From an optimization exercise on the open Yosys and OpenROAD flow, aimed at small area and a short achievable clock period; shortcuts taken in it are not production practice.
In this exercise RTL edits were held to simulation tests only and were not proved equivalent to the original.
Power figures rest on the tool's default switching activity, not on a simulated workload.

[design/flow/run.sh]
#!/bin/bash
# synth_recipe.tcl (not shown) runs the flow's synth.tcl, then flattens the netlist and writes it again
# the make line also repeats each setting of config.mk as NAME=value (left out here)
make -C /OpenROAD-flow-scripts/flow DESIGN_CONFIG=/design/flow/config.mk WORK_HOME=/design/flow/orfs CLKGATE_MAP_FILE= SYNTH_SCRIPT=/design/flow/synth_recipe.tcl finish
[design/flow/config.mk]
export PLATFORM = sky130hd
export DESIGN_NAME = logic_analyzer
export DESIGN_NICKNAME = logic_analyzer
export VERILOG_FILES = /design/flow/design.v
export SDC_FILE = /design/flow/constraint.sdc
export NUM_CORES = 4
export LEC_CHECK = 0
export CAP_MARGIN = 20
export CORE_MARGIN = 2
export CORE_UTILIZATION = 40
export SLEW_MARGIN = 20
export SYNTH_MEMORY_MAX_BITS = 8192
[design/flow/constraint.sdc]
create_clock -name core_clock -period 10.0 [get_ports {axi_clk}]
set_input_delay 2.0000 -clock core_clock [delete_from_list [all_inputs] [get_ports {axi_clk}]]
set_output_delay 2.0000 -clock core_clock [all_outputs]
set_load 0.01 [all_outputs]
[design/flow/design.v]
`timescale 1ns/1ps
module la_reg_slave
(
    input  logic                      axi_clk,
    input  logic                      axi_reset_n,
    input  logic                      cc_la_enable,
    input  logic                      awvalid,
    input  logic [15-1:0] awaddr,
    input  logic                      wvalid,
    input  logic [32-1:0] wdata,
    input  logic                      arvalid,
    input  logic [15-1:0] araddr,
    input  logic                      rready,
    output logic                      awready,
    output logic                      wready,
    output logic                      arready,
    output logic                      rvalid,
    output logic [32-1:0] rdata,
    output logic [24-1:0]     la_enable,
    output logic [8-1:0]      h_thresh,
    output logic [8-1:0]      l_thresh,
    output logic [8-1:0]      pop_len
);
    logic                      wr_en;
    logic                      wr_en_d1;
    logic [9:0]             wr_idx;
    logic [9:0]             rd_idx;
    logic [32-1:0] rd_mux;
    assign wr_idx = awaddr[11:2];
    assign rd_idx = araddr[11:2];
    assign awready = wr_en;
    assign wready  = wr_en;
    always_ff @(posedge axi_clk or negedge axi_reset_n)
    begin
        if (!axi_reset_n)
        begin
            wr_en    <= 1'b0;
            wr_en_d1 <= 1'b0;
            arready  <= 1'b0;
            rvalid   <= 1'b0;
        end
        else
        begin
            wr_en_d1 <= wr_en;
            if (wr_en)
                wr_en <= 1'b0;
            else if (cc_la_enable && awvalid && wvalid && !wr_en_d1)
                wr_en <= 1'b1;
            if (arready)
            begin
                arready <= 1'b0;
                rvalid  <= 1'b1;
            end
            else if (rvalid)
            begin
                if (rready)
                    rvalid <= 1'b0;
            end
            else if (cc_la_enable && arvalid)
            begin
                arready <= 1'b1;
            end
        end
    end
    always_ff @(posedge axi_clk or negedge axi_reset_n)
    begin
        if (!axi_reset_n)
        begin
            la_enable <= 24'(1);
            h_thresh  <= 8'((128 >> 1));
            l_thresh  <= 8'((128 >> 3));
            pop_len   <= 8'(8);
        end
        else if (wr_en)
        begin
            case (wr_idx)
                10'd0:  la_enable <= wdata[24-1:0];
                10'd1: h_thresh  <= wdata[8-1:0];
                10'd2: l_thresh  <= wdata[8-1:0];
                10'd3:  pop_len   <= wdata[8-1:0];
                default:        ;
            endcase
        end
    end
    always_comb
    begin
        case (rd_idx)
            10'd0:  rd_mux = 32'(la_enable);
            10'd1: rd_mux = 32'(h_thresh);
            10'd2: rd_mux = 32'(l_thresh);
            10'd3:  rd_mux = 32'(pop_len);
            default:        rd_mux = 32'hFFFF_FFFF;
        endcase
    end
    always_ff @(posedge axi_clk)
    begin
        if (arready)
            rdata <= rd_mux;
    end
endmodule
`timescale 1ns/1ps
module la_rle_capture
(
    input  logic                  axi_clk,
    input  logic                  axi_reset_n,
    input  logic [24-1:0] up_la_data,
    input  logic [24-1:0] la_enable,
    input  logic                  full,
    output logic                  push,
    output logic [(8 + 24)-1:0]            push_record
);
    logic [24-1:0] masked;
    logic [24-1:0] held;
    logic [8-1:0]  run_cnt;
    logic                  capture_on;
    logic                  run_end;
    assign masked     = up_la_data & la_enable;
    assign capture_on = |la_enable;
    assign run_end    = (masked != held) || (run_cnt == 8'(255));
    always_ff @(posedge axi_clk or negedge axi_reset_n)
    begin
        if (!axi_reset_n)
        begin
            held    <= '0;
            run_cnt <= 8'(1);
            push    <= 1'b0;
        end
        else
        begin
            push <= 1'b0;
            if (capture_on)
            begin
                if (run_end)
                begin
                    push    <= !full;
                    held    <= masked;
                    run_cnt <= 8'(1);
                end
                else
                begin
                    run_cnt <= run_cnt + 1'b1;
                end
            end
        end
    end
    always_ff @(posedge axi_clk)
    begin
        if (capture_on && run_end)
        begin
            push_record[(8 + 24)-1:24] <= run_cnt;
            push_record[24-1:0] <= held;
        end
    end
endmodule
`timescale 1ns/1ps
module la_sample_fifo
#(
    parameter int  DEPTH     = 128
)
(
    input  logic                     axi_clk,
    input  logic                     axi_reset_n,
    input  logic                     push,
    input  logic [(8 + 24)-1:0]                 push_data,
    input  logic                     pop,
    output logic [(8 + 24)-1:0]                 head_data,
    output logic [$clog2(DEPTH):0]   count,
    output logic                     full
);
    localparam int AW = $clog2(DEPTH);
    localparam int CW = AW + 1;
    logic [(8 + 24)-1:0]        mem [DEPTH];
    logic [AW-1:0]   wr_ptr;
    logic [AW-1:0]   rd_ptr;
    logic            do_push;
    logic            do_pop;
    assign full    = (count == CW'(DEPTH));
    assign do_push = push && !full;
    assign do_pop  = pop && (count != '0);
    assign head_data = mem[rd_ptr];
    always_ff @(posedge axi_clk)
    begin
        if (do_push)
            mem[wr_ptr] <= push_data;
    end
    always_ff @(posedge axi_clk or negedge axi_reset_n)
    begin
        if (!axi_reset_n)
        begin
            wr_ptr <= '0;
            rd_ptr <= '0;
            count  <= '0;
        end
        else
        begin
            if (do_push)
                wr_ptr <= wr_ptr + 1'b1;
            if (do_pop)
                rd_ptr <= rd_ptr + 1'b1;
            case ({do_push, do_pop})
                2'b10:   count <= count + 1'b1;
                2'b01:   count <= count - 1'b1;
                default: count <= count;
            endcase
        end
    end
endmodule
`timescale 1ns/1ps
module la_stream_packer
(
    input  logic                               axi_clk,
    input  logic                               axi_reset_n,
    input  logic [(8 + 24)-1:0]                         head_record,
    input  logic [$clog2(128):0]    count,
    input  logic [8-1:0]               h_thresh,
    input  logic [8-1:0]               l_thresh,
    input  logic [8-1:0]               pop_len,
    input  logic                               m_tready,
    output logic                               pop,
    output logic [32-1:0]          m_tdata,
    output logic                               m_tvalid,
    output logic                               m_tlast,
    output logic                               la_hpri_req
);
    typedef enum logic {
        ST_IDLE,
        ST_SEND
    } pk_state_t;
    pk_state_t            state;
    logic [8-1:0] beats_left;
    assign m_tdata  = head_record;
    assign m_tvalid = (state == ST_SEND);
    assign m_tlast  = m_tvalid && (beats_left == 8'(1));
    assign pop      = m_tvalid && m_tready;
    always_ff @(posedge axi_clk or negedge axi_reset_n)
    begin
        if (!axi_reset_n)
        begin
            state      <= ST_IDLE;
            beats_left <= '0;
        end
        else
        begin
            case (state)
                ST_IDLE:
                begin
                    if ((count >= pop_len) && (pop_len != '0))
                    begin
                        state      <= ST_SEND;
                        beats_left <= pop_len;
                    end
                end
                ST_SEND:
                begin
                    if (pop)
                    begin
                        if (beats_left == 8'(1))
                            state <= ST_IDLE;
                        beats_left <= beats_left - 1'b1;
                    end
                end
                default:
                    state <= ST_IDLE;
            endcase
        end
    end
    always_ff @(posedge axi_clk or negedge axi_reset_n)
    begin
        if (!axi_reset_n)
            la_hpri_req <= 1'b0;
        else if (count >= h_thresh)
            la_hpri_req <= 1'b1;
        else if (count <= l_thresh)
            la_hpri_req <= 1'b0;
    end
endmodule
`timescale 1ns/1ps
module logic_analyzer
(
    input  logic                      axi_clk,
    input  logic                      axi_reset_n,
    input  logic                      awvalid,
    output logic                      awready,
    input  logic [15-1:0] awaddr,
    input  logic                      wvalid,
    output logic                      wready,
    input  logic [32-1:0] wdata,
    input  logic                      arvalid,
    output logic                      arready,
    input  logic [15-1:0] araddr,
    output logic                      rvalid,
    input  logic                      rready,
    output logic [32-1:0] rdata,
    input  logic                      cc_la_enable,
    input  logic [24-1:0]     up_la_data,
    output logic [32-1:0] m_tdata,
    output logic                      m_tvalid,
    input  logic                      m_tready,
    output logic                      m_tlast,
    output logic                      la_hpri_req
);
    logic [24-1:0]            la_enable;
    logic [8-1:0]             h_thresh;
    logic [8-1:0]             l_thresh;
    logic [8-1:0]             pop_len;
    logic                             push;
    logic [(8 + 24)-1:0]                       push_record;
    logic                             full;
    logic [(8 + 24)-1:0]                       head_record;
    logic [$clog2(128):0]  count;
    logic                             pop;
    la_reg_slave i_reg_slave (
        .axi_clk      (axi_clk),
        .axi_reset_n  (axi_reset_n),
        .cc_la_enable (cc_la_enable),
        .awvalid      (awvalid),
        .awaddr       (awaddr),
        .wvalid       (wvalid),
        .wdata        (wdata),
        .arvalid      (arvalid),
        .araddr       (araddr),
        .rready       (rready),
        .awready      (awready),
        .wready       (wready),
        .arready      (arready),
        .rvalid       (rvalid),
        .rdata        (rdata),
        .la_enable    (la_enable),
        .h_thresh     (h_thresh),
        .l_thresh     (l_thresh),
        .pop_len      (pop_len)
    );
    la_rle_capture i_rle_capture (
        .axi_clk      (axi_clk),
        .axi_reset_n  (axi_reset_n),
        .up_la_data   (up_la_data),
        .la_enable    (la_enable),
        .full         (full),
        .push         (push),
        .push_record  (push_record)
    );
    la_sample_fifo #(
        .DEPTH        (128)
    ) i_sample_fifo (
        .axi_clk      (axi_clk),
        .axi_reset_n  (axi_reset_n),
        .push         (push),
        .push_data    (push_record),
        .pop          (pop),
        .head_data    (head_record),
        .count        (count),
        .full         (full)
    );
    la_stream_packer i_stream_packer (
        .axi_clk      (axi_clk),
        .axi_reset_n  (axi_reset_n),
        .head_record  (head_record),
        .count        (count),
        .h_thresh     (h_thresh),
        .l_thresh     (l_thresh),
        .pop_len      (pop_len),
        .m_tready     (m_tready),
        .pop          (pop),
        .m_tdata      (m_tdata),
        .m_tvalid     (m_tvalid),
        .m_tlast      (m_tlast),
        .la_hpri_req  (la_hpri_req)
    );
endmodule
==> flow_summary.ini <==
[status]
outcome = finished clean

[grt]
grt_pass1_vias = 82534
grt-ovfl-total = 0
grt_use_total_pct = 21.4
grt_pass1_wl_mm = 632
grt_antenna_before_repair = 40
grt_max_degree = 131

[clock_network]
cts_num_sinks = 4270
clk_path_buf_depth = 4
cts_buffers = 431
h-tree-depth = 5
cts_tree = built
cts_hold_buffers = 0
post_cts_resized = 0
clkSlewWorstSetupHoldPaths_ps = 60
insertion_delay_ps = 970
cts_setup_buffers = 0
cts_root_buf = clkbuf_16

[floorplanning]
coreArea_um2 = 409000
fp.dieH_um = 645
std_cell_rows = 235
die_area_um2 = 416000
die_w_um = 645
ios = 165
floorplan.initialDensity_pct = 40.1

[sta]
slew_headroom_pct = 15.2
hold_viol = 0
period_needed_ps = 8390
whs_ps = 460
finClkSkew_ps = 51.2
rsz0062_at_grt = false
timing.final.ws_setup_ps = 1610
tightest_slew_ps = 1240
setup_violations = 0
drv_slew = 0
post-route-period-util_pct = 83.9
finalSetupTns_ps = 0
max_freq_ghz = 0.119

[worst_setup_path]
cp.arrival_ps = 6390
end_kind = output port
r2r_slack_ps = 5860
r2r_end = i_sample_fifo.count[6]
cp.required_ps = 8000
worstPathMaxFanout = 66
startpoint_type = flip-flop
worstSetupPathType = reg2out
reg2reg_depth = 12
reg2reg_from = i_sample_fifo.count[3]
setup.worst_path.start = i_sample_fifo.rd_ptr[0]

[power]
ir_worst_vdd_mv = 0.229
leakage_uw = 0.0615
p_per_area_nw_per_um2 = 257

[hold_path]
hold_class = reg2reg
min_from = i_reg_slave.arready
holdPathStages = 1
hold_end = i_reg_slave.arready

[route]
wl_per_cell_um = 32.3
ant_nets = 0
drt-total-wl_mm = 452
drcViolationCount = 0
vias = 82718
viasPerCell = 5.92
dr.pass1.iters = 5
drt_iter0_drc = 9786

[placed_design]
io_buffer_count = 146
dp_hpwl_mm = 251
pre_cts_slack_ps = 2410
gp_congestion = 0.802
dpl.cell_count = 13168

[layout]
fillers = 33822
layout.nets = 8282
final_cells = 13981
syn2layout_area_growth_pct = 14.6
drive_gt1_share_pct = 24.3

[logic_synthesis]
syn_nets = 7803
ys_ff_latch = 4270
synthCells = 7672
yosysWarnings = 4
synth.avg_cell_area_um2 = 21.4
yosysSeqAreaShare_pct = 77.7
ys_types = 65
syn-cell-area_um2 = 164000
synth_flop_cell = edfxtp_1
synth-edff-count = 4153
async_flop_share_pct = 2.74

[run]
cap_violations = 0
-- placed cells by master, fill, tap and decap left out, drive strengths merged, types with 40 or more instances in the layout --
cell and instances:
a211oi 87, a21oi 110, a221oi 55, a22oi 208, buf 342, clkbuf 535
clkdlybuf4s50 145, clkinv 197, dfrtp 112, edfxtp 4153, inv 45, mux2 40
mux2i 501, mux4 861, nand2 142, nand3 61, nor2 204, o211ai 56
o21ai 110, o22ai 108
-- routing by layer --
layer / vias to the layer above / global-route usage (%) / routed length, um
met3: 602 / 3.75 / 40100
met1: 44775 / 29.8 / 181000
met4: 8 / 5.47 / 12400
li1: 33400 / - / -
met5: - / 0 / 61
met2: 3933 / 35.0 / 219000
-- stage by stage --
| stage | power, uW | instance area, um2 | utilization (%) |
|---|---|---|---|
| 3_3_place_gp | 33100 | 174000 | 42.6 |
| 5_1_grt | 50000 | 188000 | 46.0 |
| 6_report | 48400 | 188000 | 46.0 |
| 4_1_cts | 48800 | 188000 | 46.0 |
| 2_1_floorplan | 28000 | 164000 | - |
| 3_5_place_dp | 33100 | 174000 | 42.6 |
-- power breakdown --
| group | total, uW | switching (uW) | leakage [uW] | internal [uW] |
|---|---|---|---|---|
| Sequential | 19700 | 299 | 0.0409 | 19400 |
| Clock | 15700 | 6720 | 0.00672 | 9020 |
| Combinational | 13000 | 7680 | 0.0139 | 5300 |
-- cell type report --
| class | count | area (um2) | area share (%) |
|---|---|---|---|
| clock buffer | 535 | 11500 | 6.09 |
| inverter | 32 | 120 | 0.0638 |
| sequential | 4270 | 128000 | 67.8 |
| timing repair buffer | 487 | 4250 | 2.26 |
| tap | 5451 | 6820 | 3.62 |
| clock inverter | 265 | 2290 | 1.22 |
| antenna | 12 | 30.0 | 0.0159 |
| multi-input combinational | 2929 | 35600 | 18.9 |
-- worst max-delay path, stage by stage (launching register included) --
cell             delay [ps]
dfrtp_4                1070
buf_4                   830
buf_12                  550
mux4_2                  580
a22oi_1                 150
o211ai_1                300
a211oi_1               1020
nor2_1                  320
clkdlybuf4s50_1         570
-- synthesized netlist by cell type (87+ instances only) --
master	instances	share of area, %
buf_2	149	0.45
mux4_2	861	12
o21ai_0	109	0.33
mux2i_1	501	3.1
nand2_1	142	0.32
a211oi_1	87	0.40
a21oi_1	110	0.34
o22ai_1	108	0.41
nor2_1	204	0.47
a22oi_1	208	0.95
clkbuf_1	197	0.45
edfxtp_1	4153	76
dfrtp_1	112	1.7
-- cell families after synthesis --
kind of cell / synth area share, %
flops: 77.7
compound gates: 3.80
mux: 15.1
fa+ha+maj: 0.286
xor+xnor: 0.149
simple gates: 1.59
buf+inv: 1.32
-- sequential cells by signal, indices dropped and copies added (netlist names), 8 cells and up --
name	flops
i_reg_slave.h_thresh	8
i_reg_slave.l_thresh	8
i_reg_slave.la_enable	24
i_reg_slave.pop_len	8
i_reg_slave.rdata	25
i_rle_capture.held	24
i_rle_capture.push_record	32
i_rle_capture.run_cnt	8
i_sample_fifo.count	8
i_sample_fifo.mem	4096
i_stream_packer.beats_left	8
-- how the worst max path moves through the flow --
| stage | to | slack, ps |
|---|---|---|
| 2_1_floorplan | i_rle_capture.push_record[0] | 5520 |
| 3_3_place_gp | m_tdata[3] | 2350 |
| 3_5_place_dp | m_tdata[3] | 2410 |
| 4_1_cts | m_tdata[3] | 1370 |
| 5_1_grt | m_tdata[2] | 1310 |
| 6_report | m_tdata[1] | 1610 |

[afterwards: timing with drivers on the ports]
The results above use ideal ports. As a check the final layout listed here was re-extracted and re-timed, cells and wires unchanged.
Step 1 assumes that a clkbuf_16 drives the clock port and a buf_2 every other input.
Step 2 adds t to the input delays and takes it off the output delays; t is the mean of the earliest and latest rising clock arrival at the registers after step 1. Input paths then give back, and output paths get back, about the clock's delay inside the block.
a / b / c = no drivers / after step 1 / after step 2; a / b = the first two.
t (ns): 1.067
setup WS [ns]: 1.606 / 1.483 / 2.550
hold slack, ns: 0.460 / 0.460 / 0.460
clock arrival spread, ns: 0.061 / 0.060
worst data-port slew with drivers (ns): 0.12
After both steps this run still meets setup and hold. For this run, drivers alone change the setup slack by -0.123 ns; drivers and shift together by +0.944 ns.
